Context: an optimization exercise on an open-source flow, tuned for small area. The choices shown serve that exercise and are no tape-out recipe.
Only simulation tests tie the RTL to the original design; equivalence was not proved.
Power is estimated from default activity; no workload was simulated.

==> inputs of violet <==
Design postfix_expression_evaluator, start of the top module:
module postfix_expression_evaluator #(
	parameter int STACK_DEPTH = 16,
	parameter int MAX_DIGITS  = 4
) (
	input  logic               clk,
	input  logic               arst_n,
	input  logic               in_valid,
	output logic               in_stall,
	input  logic [7:0]         char_code,
	input  logic               end_of_text,
	output logic               out_valid,
	input  logic               out_stall,
	output logic signed [31:0] stack_value,
	output logic               stack_empty,
	output logic [2:0]         error_code,
	output logic               final_entry
);
	localparam logic [3:0] S_IDLE = 4'd0;
	localparam logic [3:0] S_DIG  = 4'd1;   
	localparam logic [3:0] S_PUSH = 4'd2;   
	localparam logic [3:0] S_ADD  = 4'd3;   
	localparam logic [3:0] S_P0   = 4'd4;   
	localparam logic [3:0] S_P1   = 4'd5;   
	localparam logic [3:0] S_IT   = 4'd6;   
	localparam logic [3:0] S_FIN  = 4'd7;   
	localparam logic [3:0] S_LOAD = 4'd8;   
	localparam logic [3:0] S_DW   = 4'd9;   
	localparam logic [3:0] S_OUT  = 4'd10;  
	localparam logic [3:0] S_ROT  = 4'd11;  
	logic [3:0]  st;
	logic [4:0]  ph;
	logic [4:0]  cnt;
	logic [2:0]  dcnt;
	logic [2:0]  err;
	logic [3:0]  cq;
	logic        eot_q;
	logic [4:0]  it;
	logic        sa, sb, nz, seen, c, dS, dA, xb, qb;
	logic        dl1, dl2, dl3, cA, cB;
	logic [31:0] S;
	logic [15:0] pr;
	logic [31:0] w [16];
	wire ph0  = ph == 5'd0;
  ...
export LEC_CHECK = 0
export ABC_AREA = 1
export CAP_MARGIN = 20
export CORE_MARGIN = 2
export CORE_UTILIZATION = 40
export SLEW_MARGIN = 20
create_clock -name core_clock -period 10.0 [get_ports {clk}]
standard.sh (not shown) runs the stock make flow with config.mk's settings and CLKGATE_MAP_FILE= SYNTH_SCRIPT=/design/flow/synth_recipe.tcl, a recipe that flattens the netlist after the stock synthesis.
==> flow/flow/run.sh <==
#!/bin/bash
# Standard layout; clock tree without dummy loads, ports buffered with the smallest buffer.
export CTS_ARGS="-sink_clustering_enable -repair_clock_nets -dont_use_dummy_load -buf_list sky130_fd_sc_hd__clkbuf_16 -sink_clustering_size 30 -sink_clustering_max_diameter 70"
export BUFFER_PORTS_ARGS="-buffer_cell sky130_fd_sc_hd__buf_1"
bash standard.sh > standard.log 2>&1
==> inputs of nickel, as changes to violet <==
--- a/flow/design.v
+++ b/flow/design.v
@@ -24,11 +24,10 @@
 	localparam logic [3:0] S_IT   = 4'd6;   
 	localparam logic [3:0] S_FIN  = 4'd7;   
 	localparam logic [3:0] S_LOAD = 4'd8;   
 	localparam logic [3:0] S_DW   = 4'd9;   
 	localparam logic [3:0] S_OUT  = 4'd10;  
-	localparam logic [3:0] S_ROT  = 4'd11;  
 	logic [3:0]  st;
 	logic [4:0]  ph;
 	logic [4:0]  cnt;
 	logic [2:0]  dcnt;
 	logic [2:0]  err;
@@ -51,13 +50,14 @@
 	wire st_it   = st == S_IT;
 	wire st_fin  = st == S_FIN;
 	wire st_load = st == S_LOAD;
 	wire st_dw   = st == S_DW;
 	wire st_out  = st == S_OUT;
-	wire st_rot  = st == S_ROT;
-	wire rdA = w[1][0];
-	wire rdB = w[0][0];
+	wire [3:0] ia = 4'(cnt - 5'd2);
+	wire [3:0] ib = 4'(cnt - 5'd1);
+	wire rdA = w[ia][0];
+	wire rdB = w[ib][0];
 	wire is_div = cq[2];
 	wire mulm   = st_it && !is_div;
 	wire subf   = st_add ? cq[2] : (qb ^ sb);
 	wire ax     = st_add ? rdA : (ph0 ? (is_div & xb) : dS);
 	wire by     = mulm ? (xb & rdB) : (rdB ^ subf);
@@ -76,28 +76,29 @@
 	wire c1      = (dl1 & dl3) | (dl1 & dbit) | (dl3 & dbit);
 	wire cAe     = !ph0 & cA;
 	wire cBe     = !ph0 & cB;
 	wire s2      = s1 ^ cAe ^ cBe;
 	wire c2      = (s1 & cAe) | (s1 & cBe) | (cAe & cBe);
-	wire mulz = mulm && it == 5'd31;
-	wire mrot = st_push | st_rot;
-	wire maw  = st_add | st_p1 | st_it | st_fin;
-	wire abit = (st_add | mulz) ? sum : nout;
-	wire tbit = st_push ? (!ph[4] & pr[0]) : w[15][0];
-	always_ff @(posedge clk) begin
-		w[0] <= {mrot ? tbit : w[0][0], w[0][31:1]};
-		w[1] <= {mrot ? w[0][0] : (maw ? abit : w[1][0]), w[1][31:1]};
+	logic       we;
+	logic [3:0] wa;
+	logic       wbit;
+	always_comb begin
+		we   = st_push | st_add | st_p1 | st_it | st_fin;
+		wa   = st_push ? cnt[3:0] : ia;
+		if (st_push)                            wbit = !ph[4] & pr[0];
+		else if (st_add || (mulm && it == 5'd31)) wbit = sum;
+		else                                    wbit = nout;
 	end
 	genvar k;
 	generate
-		for (k = 2; k < 16; k++) begin : g_w
+		for (k = 0; k < 16; k++) begin : g_w
 			always_ff @(posedge clk) begin
-				w[k] <= {mrot ? w[k-1][0] : w[k][0], w[k][31:1]};
+				w[k] <= {(we && wa == 4'(k)) ? wbit : w[k][0], w[k][31:1]};
 			end
 		end
 	endgenerate
-	wire sin = st_load ? (rdB & (cnt != 5'd0)) : (st_it & sum);
+	wire sin = (st_load | st_dw) ? (rdB & (cnt != 5'd0)) : (st_it & sum);
 	always_ff @(posedge clk) begin
 		if (!st_out) S <= {sin, S[31:1]};
 	end
 	always_ff @(posedge clk) begin
 		pr   <= {(st_dig && !ph[4]) ? s2 : pr[0], pr[15:1]};
@@ -112,11 +113,11 @@
 		seen <= sn | nx;
 		nz   <= rdB | (!ph0 & nz);
 		if (ph31) begin
 			xb <= nout;
 			qb <= st_it ? !sum : 1'b1;
-			it <= (st_it | st_rot) ? it + 5'd1 : 5'd0;
+			it <= st_it ? it + 5'd1 : 5'd0;
 		end
 		if (st_p0 && ph31) begin
 			sa <= rdA;
 			sb <= rdB;
 		end
@@ -193,11 +194,11 @@
 								dcnt <= 3'd0;
 								st   <= eot_q ? S_LOAD : S_IDLE;
 							end
 							S_ADD: begin
 								cnt <= cnt - 5'd1;
-								st  <= S_ROT;
+								st  <= eot_q ? S_LOAD : S_IDLE;
 							end
 							S_P0: begin
 								if (is_div && !nz_end) begin
 									if (err == 3'd0) err <= 3'd3;
 									st <= eot_q ? S_LOAD : S_IDLE;
@@ -210,23 +211,20 @@
 								if (it == 5'd31) begin
 									if (is_div) begin
 										st <= S_FIN;
 									end else begin
 										cnt <= cnt - 5'd1;
-										st  <= S_ROT;
+										st  <= eot_q ? S_LOAD : S_IDLE;
 									end
 								end
 							end
 							S_FIN: begin
 								cnt <= cnt - 5'd1;
-								st  <= S_ROT;
-							end
-							S_ROT: begin
-								if (it == 5'd14) st <= eot_q ? S_LOAD : S_IDLE;
+								st  <= eot_q ? S_LOAD : S_IDLE;
 							end
 							S_LOAD: st <= S_OUT;
-							S_DW:   st <= S_ROT;
+							S_DW:   st <= S_LOAD;
 							default: st <= S_IDLE;
 						endcase
 					end
 				end
 			endcase
==> flow/run.sh (new file) <==
#!/bin/bash
# synth_recipe.tcl (not shown) runs the flow's synth.tcl, then flattens the netlist and writes it again
# the make line also repeats each setting of config.mk as NAME=value (left out here)
make -C /OpenROAD-flow-scripts/flow DESIGN_CONFIG=/design/flow/config.mk WORK_HOME=/design/flow/orfs CLKGATE_MAP_FILE= SYNTH_SCRIPT=/design/flow/synth_recipe.tcl finish
==> flow/config.mk (replaced) <==
export PLATFORM = sky130hd
export DESIGN_NAME = postfix_expression_evaluator
export DESIGN_NICKNAME = postfix_expression_evaluator
export VERILOG_FILES = /design/flow/design.v
export SDC_FILE = /design/flow/constraint.sdc
export NUM_CORES = 4
export LEC_CHECK = 0
export CAP_MARGIN = 20
export CORE_MARGIN = 2
export CORE_UTILIZATION = 40
export CTS_BUF_LIST = sky130_fd_sc_hd__clkbuf_4
export SLEW_MARGIN = 20
removed: flow/flow/run.sh
removed: flow/standard.sh
==> comparison <==
nickel went through all stages and came out clean. violet completed without violations. Sequential power: violet is larger than nickel (about 7%). Against violet, the fmax of nickel is smaller by about 18%. Worst setup slack: violet is better than nickel (0.93 ns). Against nickel, the critical path depth of violet is higher by 1. Die area: violet is lower than nickel (4.9%). Of nickel and violet, nickel has the higher global-route usage (gap 3.1 points).
==> figures <==
item	violet	nickel
Status	complete, no violations	complete, no violations
Die extent in y	195 um	200 um
Startpoint of the lowest-slack hold path	w[15][19]	w[5][9]
Count of antenna diodes in the layout	0	1
Multi-input logic area	1690 um2	2490 um2
Via count	6236	8045
End of the critical path	in_stall	final_entry
Post-route met1 wirelength	10.1 mm	11.8 mm
Clock skew after layout	0.0546 ns	0.0464 ns
CTS root buffer	clkbuf_16	clkbuf_4
Worst-path cell with the longest stage delay	ha_1	clkdlybuf4s50_1
Non-clock buffer instance count of the final layout	52	56
Synth Area in Adders	1.44%	1.84%

==> raven <==
==> flow/design.v <==
module postfix_expression_evaluator #(
	parameter int STACK_DEPTH = 16,
	parameter int MAX_DIGITS  = 4
) (
	input  logic               clk,
	input  logic               arst_n,
	input  logic               in_valid,
	output logic               in_stall,
	input  logic [7:0]         char_code,
	input  logic               end_of_text,
	output logic               out_valid,
	input  logic               out_stall,
	output logic signed [31:0] stack_value,
	output logic               stack_empty,
	output logic [2:0]         error_code,
	output logic               final_entry
);
	localparam logic [3:0] S_IDLE = 4'd0;
	localparam logic [3:0] S_DIG  = 4'd1;   
	localparam logic [3:0] S_PUSH = 4'd2;   
	localparam logic [3:0] S_ADD  = 4'd3;   
	localparam logic [3:0] S_P0   = 4'd4;   
	localparam logic [3:0] S_P1   = 4'd5;   
	localparam logic [3:0] S_IT   = 4'd6;   
	localparam logic [3:0] S_FIN  = 4'd7;   
	localparam logic [3:0] S_LOAD = 4'd8;   
	localparam logic [3:0] S_DW   = 4'd9;   
	localparam logic [3:0] S_OUT  = 4'd10;  
	logic [3:0]  st;
	logic [4:0]  ph;
	logic [4:0]  cnt;
	logic [2:0]  dcnt;
	logic [2:0]  err;
	logic [3:0]  cq;
	logic        eot_q;
	logic [4:0]  it;
	logic        sa, sb, nz, seen, c, dS, dA, xb, qb;
	logic        dl1, dl2, dl3, cA, cB;
	logic [31:0] S;
	logic [15:0] pr;
	logic [31:0] w [16];
	wire ph0  = ph == 5'd0;
	wire ph31 = ph == 5'd31;
	wire st_idle = st == S_IDLE;
	wire st_dig  = st == S_DIG;
	wire st_push = st == S_PUSH;
	wire st_add  = st == S_ADD;
	wire st_p0   = st == S_P0;
	wire st_p1   = st == S_P1;
	wire st_it   = st == S_IT;
	wire st_fin  = st == S_FIN;
	wire st_load = st == S_LOAD;
	wire st_dw   = st == S_DW;
	wire st_out  = st == S_OUT;
	wire [3:0] ia = 4'(cnt - 5'd2);
	wire [3:0] ib = 4'(cnt - 5'd1);
	wire rdA = w[ia][0];
	wire rdB = w[ib][0];
	wire is_div = cq[2];
	wire mulm   = st_it && !is_div;
	wire subf   = st_add ? cq[2] : (qb ^ sb);
	wire ax     = st_add ? rdA : (ph0 ? (is_div & xb) : dS);
	wire by     = mulm ? (xb & rdB) : (rdB ^ subf);
	wire cc     = ph0 ? (!mulm & subf) : c;
	wire sum    = ax ^ by ^ cc;
	wire cout   = (ax & by) | (ax & cc) | (by & cc);
	wire shs  = ph0 ? qb : dA;
	wire nx   = st_p1 ? rdA : shs;
	wire nen  = st_p1 ? (is_div & sa) : (st_fin & (sa ^ sb));
	wire sn   = !ph0 & seen;
	wire nout = nx ^ (nen & sn);
	wire havedig = dcnt != 3'd0;
	wire xm      = pr[0] & havedig;
	wire dbit    = (ph[4:2] == 3'd0) & cq[ph[1:0]];
	wire s1      = dl1 ^ dl3 ^ dbit;
	wire c1      = (dl1 & dl3) | (dl1 & dbit) | (dl3 & dbit);
	wire cAe     = !ph0 & cA;
	wire cBe     = !ph0 & cB;
	wire s2      = s1 ^ cAe ^ cBe;
	wire c2      = (s1 & cAe) | (s1 & cBe) | (cAe & cBe);
	logic       we;
	logic [3:0] wa;
	logic       wbit;
	always_comb begin
		we   = st_push | st_add | st_p1 | st_it | st_fin;
		wa   = st_push ? cnt[3:0] : ia;
		if (st_push)                            wbit = !ph[4] & pr[0];
		else if (st_add || (mulm && it == 5'd31)) wbit = sum;
		else                                    wbit = nout;
	end
	genvar k;
	generate
		for (k = 0; k < 16; k++) begin : g_w
			always_ff @(posedge clk) begin
				w[k] <= {(we && wa == 4'(k)) ? wbit : w[k][0], w[k][31:1]};
			end
		end
	endgenerate
	wire sin = (st_load | st_dw) ? (rdB & (cnt != 5'd0)) : (st_it & sum);
	always_ff @(posedge clk) begin
		if (!st_out) S <= {sin, S[31:1]};
	end
	always_ff @(posedge clk) begin
		pr   <= {(st_dig && !ph[4]) ? s2 : pr[0], pr[15:1]};
		dl1  <= xm;
		dl2  <= dl1;
		dl3  <= dl2;
		cA   <= c1;
		cB   <= c2;
		c    <= cout;
		dS   <= S[0];
		dA   <= rdA;
		seen <= sn | nx;
		nz   <= rdB | (!ph0 & nz);
		if (ph31) begin
			xb <= nout;
			qb <= st_it ? !sum : 1'b1;
			it <= st_it ? it + 5'd1 : 5'd0;
		end
		if (st_p0 && ph31) begin
			sa <= rdA;
			sb <= rdB;
		end
	end
	wire in_digit = (char_code >= 8'h30) && (char_code <= 8'h39);
	wire in_op    = (char_code == 8'h2A) || (char_code == 8'h2B) ||
	                (char_code == 8'h2D) || (char_code == 8'h2F);
	wire accept   = st_idle && ph31 && in_valid;
	wire nz_end   = rdB | nz;
	always_ff @(posedge clk) begin
		if (accept) begin
			cq    <= char_code[3:0];
			eot_q <= end_of_text;
		end
	end
	always_ff @(posedge clk or negedge arst_n) begin
		if (!arst_n) begin
			st   <= S_IDLE;
			ph   <= 5'd0;
			cnt  <= 5'd0;
			dcnt <= 3'd0;
			err  <= 3'd0;
		end else begin
			ph <= ph + 5'd1;
			case (st)
				S_IDLE: begin
					if (accept) begin
						st <= end_of_text ? S_LOAD : S_IDLE;
						if (in_digit) begin
							if (dcnt == 3'(MAX_DIGITS)) begin
								if (err == 3'd0) err <= 3'd4;
							end else begin
								st <= S_DIG;
							end
						end else if (in_op) begin
							if (cnt < 5'd2) begin
								if (err == 3'd0) err <= 3'd2;
							end else begin
								st <= char_code[2] ? (char_code[1] ? S_P0 : S_ADD)
								                   : (char_code[0] ? S_ADD : S_P0);
							end
						end else if (havedig) begin
							if (cnt == 5'd16) begin
								if (err == 3'd0) err <= 3'd1;
								dcnt <= 3'd0;
							end else begin
								st <= S_PUSH;
							end
						end
					end
				end
				S_OUT: begin
					if (!out_stall) begin
						if (cnt <= 5'd1) begin
							cnt  <= 5'd0;
							dcnt <= 3'd0;
							err  <= 3'd0;
							st   <= S_IDLE;
						end else begin
							cnt <= cnt - 5'd1;
							st  <= S_DW;
						end
					end
				end
				default: begin
					if (ph31) begin
						case (st)
							S_DIG: begin
								dcnt <= dcnt + 3'd1;
								st   <= eot_q ? S_LOAD : S_IDLE;
							end
							S_PUSH: begin
								cnt  <= cnt + 5'd1;
								dcnt <= 3'd0;
								st   <= eot_q ? S_LOAD : S_IDLE;
							end
							S_ADD: begin
								cnt <= cnt - 5'd1;
								st  <= eot_q ? S_LOAD : S_IDLE;
							end
							S_P0: begin
								if (is_div && !nz_end) begin
									if (err == 3'd0) err <= 3'd3;
									st <= eot_q ? S_LOAD : S_IDLE;
								end else begin
									st <= S_P1;
								end
							end
							S_P1: st <= S_IT;
							S_IT: begin
								if (it == 5'd31) begin
									if (is_div) begin
										st <= S_FIN;
									end else begin
										cnt <= cnt - 5'd1;
										st  <= eot_q ? S_LOAD : S_IDLE;
									end
								end
							end
							S_FIN: begin
								cnt <= cnt - 5'd1;
								st  <= eot_q ? S_LOAD : S_IDLE;
							end
							S_LOAD: st <= S_OUT;
							S_DW:   st <= S_LOAD;
							default: st <= S_IDLE;
						endcase
					end
				end
			endcase
		end
	end
	assign in_stall    = !(st_idle && ph31);
	assign out_valid   = st_out;
	assign stack_value = S;
	assign stack_empty = cnt == 5'd0;
	assign final_entry = cnt <= 5'd1;
	assign error_code  = err;
endmodule
==> flow/run.sh <==
#!/bin/bash
# synth_recipe.tcl (not shown) runs the flow's synth.tcl, then flattens the netlist and writes it again
# the make line also repeats each setting of config.mk as NAME=value (left out here)
make -C /OpenROAD-flow-scripts/flow DESIGN_CONFIG=/design/flow/config.mk WORK_HOME=/design/flow/orfs CLKGATE_MAP_FILE= SYNTH_SCRIPT=/design/flow/synth_recipe.tcl finish
==> flow/config.mk <==
export PLATFORM = sky130hd
export DESIGN_NAME = postfix_expression_evaluator
export DESIGN_NICKNAME = postfix_expression_evaluator
export VERILOG_FILES = /design/flow/design.v
export SDC_FILE = /design/flow/constraint.sdc
export NUM_CORES = 4
export LEC_CHECK = 0
export CAP_MARGIN = 20
export CORE_MARGIN = 2
export CORE_UTILIZATION = 60
export CTS_BUF_LIST = sky130_fd_sc_hd__clkbuf_8
export CTS_CLUSTER_SIZE = 24
export SLEW_MARGIN = 20
==> flow/constraint.sdc <==
create_clock -name core_clock -period 10.0 [get_ports {clk}]
set_input_delay 2.0000 -clock core_clock [delete_from_list [all_inputs] [get_ports {clk}]]
set_output_delay 2.0000 -clock core_clock [all_outputs]
set_load 0.01 [all_outputs]
==> inputs of juniper, as changes to raven <==
==> flow/design.v (replaced) <==
module postfix_expression_evaluator #(
	parameter int STACK_DEPTH = 16,
	parameter int MAX_DIGITS  = 4
) (
	input  logic               clk,
	input  logic               arst_n,
	input  logic               in_valid,
	output logic               in_stall,
	input  logic [7:0]         char_code,
	input  logic               end_of_text,
	output logic               out_valid,
	input  logic               out_stall,
	output logic signed [31:0] stack_value,
	output logic               stack_empty,
	output logic [2:0]         error_code,
	output logic               final_entry
);
	localparam logic [3:0] S_IDLE = 4'd0;
	localparam logic [3:0] S_DIG  = 4'd1;   
	localparam logic [3:0] S_PUSH = 4'd2;   
	localparam logic [3:0] S_ADD  = 4'd3;   
	localparam logic [3:0] S_P0   = 4'd4;   
	localparam logic [3:0] S_P1   = 4'd5;   
	localparam logic [3:0] S_IT   = 4'd6;   
	localparam logic [3:0] S_FIN  = 4'd7;   
	localparam logic [3:0] S_LOAD = 4'd8;   
	localparam logic [3:0] S_DW   = 4'd9;   
	localparam logic [3:0] S_OUT  = 4'd10;  
	localparam logic [3:0] S_ROT  = 4'd11;  
	logic [3:0]  st;
	logic [4:0]  ph;
	logic [4:0]  cnt;
	logic [2:0]  dcnt;
	logic [2:0]  err;
	logic [3:0]  cq;
	logic        eot_q;
	logic [4:0]  it;
	logic        sa, sb, nz, seen, c, dS, dA, xb, qb;
	logic        dl1, dl2, dl3, cA, cB;
	logic [31:0] S;
	logic [15:0] pr;
	logic [31:0] w [16];
	wire ph0  = ph == 5'd0;
	wire ph31 = ph == 5'd31;
	wire st_idle = st == S_IDLE;
	wire st_dig  = st == S_DIG;
	wire st_push = st == S_PUSH;
	wire st_add  = st == S_ADD;
	wire st_p0   = st == S_P0;
	wire st_p1   = st == S_P1;
	wire st_it   = st == S_IT;
	wire st_fin  = st == S_FIN;
	wire st_load = st == S_LOAD;
	wire st_dw   = st == S_DW;
	wire st_out  = st == S_OUT;
	wire st_rot  = st == S_ROT;
	wire rdA = w[1][0];
	wire rdB = w[0][0];
	wire is_div = cq[2];
	wire mulm   = st_it && !is_div;
	wire subf   = st_add ? cq[2] : (qb ^ sb);
	wire ax     = st_add ? rdA : (ph0 ? (is_div & xb) : dS);
	wire by     = mulm ? (xb & rdB) : (rdB ^ subf);
	wire cc     = ph0 ? (!mulm & subf) : c;
	wire sum    = ax ^ by ^ cc;
	wire cout   = (ax & by) | (ax & cc) | (by & cc);
	wire shs  = ph0 ? qb : dA;
	wire nx   = st_p1 ? rdA : shs;
	wire nen  = st_p1 ? (is_div & sa) : (st_fin & (sa ^ sb));
	wire sn   = !ph0 & seen;
	wire nout = nx ^ (nen & sn);
	wire havedig = dcnt != 3'd0;
	wire xm      = pr[0] & havedig;
	wire dbit    = (ph[4:2] == 3'd0) & cq[ph[1:0]];
	wire s1      = dl1 ^ dl3 ^ dbit;
	wire c1      = (dl1 & dl3) | (dl1 & dbit) | (dl3 & dbit);
	wire cAe     = !ph0 & cA;
	wire cBe     = !ph0 & cB;
	wire s2      = s1 ^ cAe ^ cBe;
	wire c2      = (s1 & cAe) | (s1 & cBe) | (cAe & cBe);
	wire mulz = mulm && it == 5'd31;
	wire mrot = st_push | st_rot;
	wire maw  = st_add | st_p1 | st_it | st_fin;
	wire abit = (st_add | mulz) ? sum : nout;
	wire tbit = st_push ? (!ph[4] & pr[0]) : w[15][0];
	always_ff @(posedge clk) begin
		w[0] <= {mrot ? tbit : w[0][0], w[0][31:1]};
		w[1] <= {mrot ? w[0][0] : (maw ? abit : w[1][0]), w[1][31:1]};
	end
	genvar k;
	generate
		for (k = 2; k < 16; k++) begin : g_w
			always_ff @(posedge clk) begin
				w[k] <= {mrot ? w[k-1][0] : w[k][0], w[k][31:1]};
			end
		end
	endgenerate
	wire sin = st_load ? (rdB & (cnt != 5'd0)) : (st_it & sum);
	always_ff @(posedge clk) begin
		if (!st_out) S <= {sin, S[31:1]};
	end
	always_ff @(posedge clk) begin
		pr   <= {(st_dig && !ph[4]) ? s2 : pr[0], pr[15:1]};
		dl1  <= xm;
		dl2  <= dl1;
		dl3  <= dl2;
		cA   <= c1;
		cB   <= c2;
		c    <= cout;
		dS   <= S[0];
		dA   <= rdA;
		seen <= sn | nx;
		nz   <= rdB | (!ph0 & nz);
		if (ph31) begin
			xb <= nout;
			qb <= st_it ? !sum : 1'b1;
			it <= (st_it | st_rot) ? it + 5'd1 : 5'd0;
		end
		if (st_p0 && ph31) begin
			sa <= rdA;
			sb <= rdB;
		end
	end
	wire in_digit = (char_code >= 8'h30) && (char_code <= 8'h39);
	wire in_op    = (char_code == 8'h2A) || (char_code == 8'h2B) ||
	                (char_code == 8'h2D) || (char_code == 8'h2F);
	wire accept   = st_idle && ph31 && in_valid;
	wire nz_end   = rdB | nz;
	always_ff @(posedge clk) begin
		if (accept) begin
			cq    <= char_code[3:0];
			eot_q <= end_of_text;
		end
	end
	wire in_sep = !in_digit && !in_op;
	wire done_nx = ph31 && ((st_dig | st_push) || (st_p0 && is_div && !nz_end) || (st_rot && it == 5'd14));
	always_ff @(posedge clk or negedge arst_n) begin
		if (!arst_n) begin
			st   <= S_IDLE;
			ph   <= 5'd0;
			cnt  <= 5'd0;
			dcnt <= 3'd0;
			err  <= 3'd0;
		end else begin
			ph <= ph + 5'd1;
			if (accept) begin
				if (end_of_text || in_sep) dcnt <= 3'd0;
				if (in_digit && dcnt == 3'(MAX_DIGITS) && err == 3'd0) err <= 3'd4;
				if (in_op && cnt < 5'd2 && err == 3'd0) err <= 3'd2;
				if (in_sep && havedig && cnt == 5'd16 && err == 3'd0) err <= 3'd1;
				if (in_digit && dcnt != 3'(MAX_DIGITS) && !end_of_text) st <= S_DIG;
				else if (in_op && cnt >= 5'd2) st <= (char_code[2] ? char_code[1] : !char_code[0]) ? S_P0 : S_ADD;
				else if (in_sep && havedig && cnt != 5'd16) st <= S_PUSH;
				else if (end_of_text) st <= S_LOAD;
			end
			if (st_out && !out_stall) begin
				if (cnt <= 5'd1) begin
					cnt <= 5'd0;
					err <= 3'd0;
					st  <= S_IDLE;
				end else begin
					st  <= S_DW;
				end
			end
			if (done_nx) st <= eot_q ? S_LOAD : S_IDLE;
			if (ph31) begin
				if (st_dig) dcnt <= dcnt + 3'd1;
				if (st_push) cnt <= cnt + 5'd1;
				if (st_rot && it == 5'd14) cnt <= cnt - 5'd1;
				if (st_p0 && is_div && !nz_end && err == 3'd0) err <= 3'd3;
				if (st_p0 && !(is_div && !nz_end)) st <= S_P1;
				if (st_p1) st <= S_IT;
				if (st_it && it == 5'd31) st <= is_div ? S_FIN : S_ROT;
				if (st_add || st_fin || st_dw) st <= S_ROT;
				if (st_load) st <= S_OUT;
			end
		end
	end
	assign in_stall    = !(st_idle && ph31);
	assign out_valid   = st_out;
	assign stack_value = S;
	assign stack_empty = cnt == 5'd0;
	assign final_entry = cnt <= 5'd1;
	assign error_code  = err;
endmodule
==> flow/flow/run.sh (new file) <==
#!/bin/bash
# Standard layout; clock tree without dummy loads, ports buffered with the smallest buffer.
export CTS_ARGS="-sink_clustering_enable -repair_clock_nets -dont_use_dummy_load -buf_list sky130_fd_sc_hd__clkbuf_8 -sink_clustering_size 22 -sink_clustering_max_diameter 45"
export BUFFER_PORTS_ARGS="-buffer_cell sky130_fd_sc_hd__buf_1"
bash standard.sh > standard.log 2>&1
==> flow/standard.sh (new file) <==
#!/bin/bash
# synth_recipe.tcl (not shown) runs the flow's synth.tcl, then flattens the netlist and writes it again
# the make line also repeats each setting of config.mk as NAME=value (left out here)
make -C /OpenROAD-flow-scripts/flow DESIGN_CONFIG=/design/flow/config.mk WORK_HOME=/design/flow/orfs CLKGATE_MAP_FILE= SYNTH_SCRIPT=/design/flow/synth_recipe.tcl "${@:-finish}"
- ABC_AREA: unset -> 1
- CORE_UTILIZATION: 60 -> 40
- CTS_BUF_LIST: sky130_fd_sc_hd__clkbuf_8 -> unset
- CTS_CLUSTER_SIZE: 24 -> unset
removed: flow/run.sh
==> results.txt <==
Run status: raven finished clean; juniper finished clean
Largest fanout on the critical path: raven 10; juniper 15
H-tree Lvls: raven 3; juniper 2
Hold slack final: raven 306 ps; juniper 254 ps
FP Rows: raven 58; juniper 69
Share of the synthesized area in compound gates (AO/OA/AOI/OAI): raven 0.0607; juniper 0.0229
Relative area of clock buffers and inverters in the final design: raven 0.0893; juniper 0.0385
Critical Path Sink: raven final_entry; juniper in_stall
Core area: raven 25,200 um^2; juniper 35,500 um^2
Post-layout utilization of the core: raven 0.704; juniper 0.443
P per Cell Area: raven 239 nW/um^2; juniper 253 nW/um^2
Static leakage: raven 7.22 nW; juniper 6.47 nW
Share of the synthesized netlist area taken by xor and xnor gates: raven 0.00734; juniper 0.00488
Width of the chip: raven 164 um; juniper 193 um
Detail Route met2 WL: raven 9.73 mm; juniper 6.73 mm
Setup clock skew after layout: raven 30.5 ps; juniper 59.9 ps
Synthesized Nets: raven 1,050; juniper 962
Number of instances in the synthesized netlist: raven 1,017; juniper 934
Total routing resource utilization after global routing: raven 0.176; juniper 0.0976
Switch share: raven 0.203; juniper 0.217
Final routed wire length divided by cell count: raven 15.0 um; juniper 12.1 um
Worst slew margin relative to its limit: raven 0.325; juniper 0.460
Area of all placed cells without fillers: raven 17,700 um^2; juniper 15,700 um^2
Startpoint of the lowest-slack hold path: raven w[10][1]$_DFF_P_; juniper w[7][14]$_DFF_P_

-- what the ideal ports hide --
Ports are ideal in the flow. The routed layouts listed here were re-timed in OpenROAD. Step 1 (the two cells are an assumption about what drives the block):
set clk [get_ports {clk}]
set_driving_cell -lib_cell sky130_fd_sc_hd__clkbuf_16 $clk
set_driving_cell -lib_cell sky130_fd_sc_hd__buf_2 [delete_from_list [all_inputs] $clk]
Step 2, shift: input delay + t, output delay - t, t = (earliest + latest rising clock arrival at the registers) / 2. This alone moves slack from input paths to output paths. Three values: ideal, step 1, step 2; two values: the first two.
run	t (ns)	slack for setup (ns)	pins driven straight from the clock port
violet	0.571	5.828 / 5.780 / 6.350	1
nickel	0.794	4.894 / 4.851 / 5.615	1
raven	0.637	5.055 / 5.009 / 5.639	1
juniper	0.591	5.799 / 5.754 / 6.345	1
After both steps setup and hold are still met in every run listed.
